Source: an optimization exercise on an open RTL-to-GDS flow (aim: small area, a short achievable clock period and few clock cycles). Production flows keep margins and buffers that such runs may drop. At most, simulation tests tie the RTL to the original design; equivalence was not proved. Power figures rest on the tool's default switching activity, not on a simulated workload.

==> module fifo_icache_fetch_decode, before the edit <==
module fifo_icache_fetch_decode
(
   input  wire logic        clock,
   input  wire logic        reset,
   input  wire logic        start,
   output logic             busy,
   input  wire logic        req_opcode,
   input  wire logic [31:0] req_fetch_address,
   input  wire logic [31:0] req_memory_word,
   output logic             rsp_valid,
   output logic             rsp_hit,
   output logic [31:0]      rsp_instruction,
   output logic [5:0]       rsp_major_op,
   output logic             rsp_imm_flag,
   output logic             rsp_branch_mode,
   output logic [3:0]       rsp_reg_a,
   output logic [3:0]       rsp_reg_b,
   output logic [3:0]       rsp_reg_c,
   output logic [15:0]      rsp_immediate
);
   localparam int N      = fifd_pkg::CACHE_ENTRIES;
   localparam int SLOT_W = fifd_pkg::SLOT_W;
   logic              fill_accept;
   logic [SLOT_W-1:0] slot_ff;
   logic [N-1:0]      match;
   logic [N-1:0]      wr_en;
   logic [N-1:0]      s1_sel;
   logic              s1_valid;
   logic [N-1:0][31:0] words;
   logic [N-1:0]      first;
   logic [31:0]       read_word;
   logic              out_valid;
   logic              out_hit;
   logic [31:0]       out_word;
   assign busy        = 1'b0;
   assign fill_accept = start && (req_opcode == fifd_pkg::OP_FILL);
   for (genvar i = 0; i < N; i++) begin : g_cell
      assign wr_en[i] = fill_accept && (slot_ff == SLOT_W'(i));
      fifd_cell u_cell (
         .clock      (clock),
         .reset      (reset),
         .wr_en      (wr_en[i]),
         .wr_addr    (req_fetch_address),
         .wr_word    (req_memory_word),
         .probe_addr (req_fetch_address),
         .match      (match[i]),
         .word       (words[i])
      );
   end
   always_ff @(posedge clock) begin
      if (reset) begin
         slot_ff  <= '0;
         s1_valid <= 1'b0;
      end else begin
         if (fill_accept) begin
            slot_ff <= slot_ff + 1'b1;
         end
         s1_valid <= start;
      end
      s1_sel <= (req_opcode == fifd_pkg::OP_FILL) ? wr_en : match;
   end
   always_comb begin
      logic seen;
      seen = 1'b0;
      for (int i = 0; i < N; i++) begin
         first[i] = s1_sel[i] && !seen;
         seen     = seen || s1_sel[i];
      end
   end
   always_comb begin
      read_word = '0;
      for (int i = 0; i < N; i++) begin
         read_word = read_word | (words[i] & {32{first[i]}});
      end
   end
   always_ff @(posedge clock) begin
      if (reset) begin
         out_valid <= 1'b0;
      end else begin
         out_valid <= s1_valid;
      end
      out_hit  <= |s1_sel;
      out_word <= read_word;
   end
   assign rsp_valid = out_valid;
   assign rsp_hit   = out_hit;
   fifd_decode u_decode (
      .raw         (out_word),
      .instruction (rsp_instruction),
      .major_op    (rsp_major_op),
      .imm_flag    (rsp_imm_flag),
      .branch_mode (rsp_branch_mode),
      .reg_a       (rsp_reg_a),
      .reg_b       (rsp_reg_b),
      .reg_c       (rsp_reg_c),
      .immediate   (rsp_immediate)
   );
endmodule
Settings: LEC_CHECK=0, CAP_MARGIN=20, CORE_MARGIN=2, CORE_UTILIZATION=65, CTS_CLUSTER_DIAMETER=60, CTS_CLUSTER_SIZE=24, SETUP_SLACK_MARGIN=2.8, SLEW_MARGIN=20; clock period 5.0 ns.
run.sh (not shown) runs the stock make flow with config.mk's settings and CLKGATE_MAP_FILE= SYNTH_SCRIPT=/design/flow/synth_recipe.tcl, a recipe that flattens the netlist after the stock synthesis.
Testbench counts at the start, summed over its fixed seeds: cycles 12,016.
Then changed:
--- a/flow/design.v
+++ b/flow/design.v
@@ -80,15 +80,14 @@
    output logic [3:0]       rsp_reg_a,
    output logic [3:0]       rsp_reg_b,
    output logic [3:0]       rsp_reg_c,
    output logic [15:0]      rsp_immediate
 );
    localparam int N      = fifd_pkg::CACHE_ENTRIES;
-   localparam int SLOT_W = fifd_pkg::SLOT_W;
    logic              fill_accept;
-   logic [SLOT_W-1:0] slot_ff;
+   logic [N-1:0]      slot_ff;      
    logic [N-1:0]      match;
    logic [N-1:0]      wr_en;
    logic [N-1:0]      s1_sel;
    logic              s1_valid;
    logic [N-1:0][31:0] words;
    logic [N-1:0]      first;
@@ -96,13 +95,13 @@
    logic              out_valid;
    logic              out_hit;
    logic [31:0]       out_word;
    assign busy        = 1'b0;
    assign fill_accept = start && (req_opcode == fifd_pkg::OP_FILL);
    for (genvar i = 0; i < N; i++) begin : g_cell
-      assign wr_en[i] = fill_accept && (slot_ff == SLOT_W'(i));
+      assign wr_en[i] = fill_accept && slot_ff[i];
       fifd_cell u_cell (
          .clock      (clock),
          .reset      (reset),
          .wr_en      (wr_en[i]),
          .wr_addr    (req_fetch_address),
          .wr_word    (req_memory_word),
@@ -110,17 +109,17 @@
          .match      (match[i]),
          .word       (words[i])
       );
    end
    always_ff @(posedge clock) begin
       if (reset) begin
-         slot_ff  <= '0;
+         slot_ff  <= N'(1);
          s1_valid <= 1'b0;
       end else begin
          if (fill_accept) begin
-            slot_ff <= slot_ff + 1'b1;
+            slot_ff <= {slot_ff[N-2:0], slot_ff[N-1]};
          end
          s1_valid <= start;
       end
       s1_sel <= (req_opcode == fifd_pkg::OP_FILL) ? wr_en : match;
    end
    always_comb begin
=> Setup slack got worse by 0.084 ns. Routed wire length increases by 0.52%. Clock power increases by about 2%. Utilization decreases by 0.81 points. Die area increases by 1.2%. Final area increases by 0.70%. Non-clock buffer count decreases by 42. Power increases by 0.58%. Global-route usage increases by 0.43 points. Fmax decreases by 3.6%. Area after synthesis increases by 1.2%.
The RTL of the second run of this note was laid out without a check of its function.

-- separate check: timing with driven ports --
The flow's constraints put no driver on any port. The routed layouts listed below were extracted and timed again, unchanged, in two steps. Step 1: set_driving_cell puts a clkbuf_16 on clock and a buf_2 on each other input, an assumption about the parent block. Step 2 moves the port delays by t, midway between the first and last clock arrival at a register: inputs arrive t later, outputs are due t later. That takes back most of the time a late clock gives input paths. a / b / c = ideal ports / drivers / drivers and shift; a / b = the first two.
| run | shift t [ns] | setup slack, ns | worst hold slack (ns) | worst register clock-pin slew, ns |
|---|---|---|---|---|
| the first run | 0.714 | 2.750 / 2.689 / 2.048 | 0.434 / 0.434 / 0.434 | 0.10 / 0.10 |
| the second run | 0.734 | 2.666 / 2.666 / 2.111 | 0.447 / 0.447 / 0.447 | 0.10 / 0.10 |
After both steps every run listed still meets setup and hold. The setup slack of the first run, which loses most, moves by -0.061 ns with the drivers and by -0.702 ns with both steps.
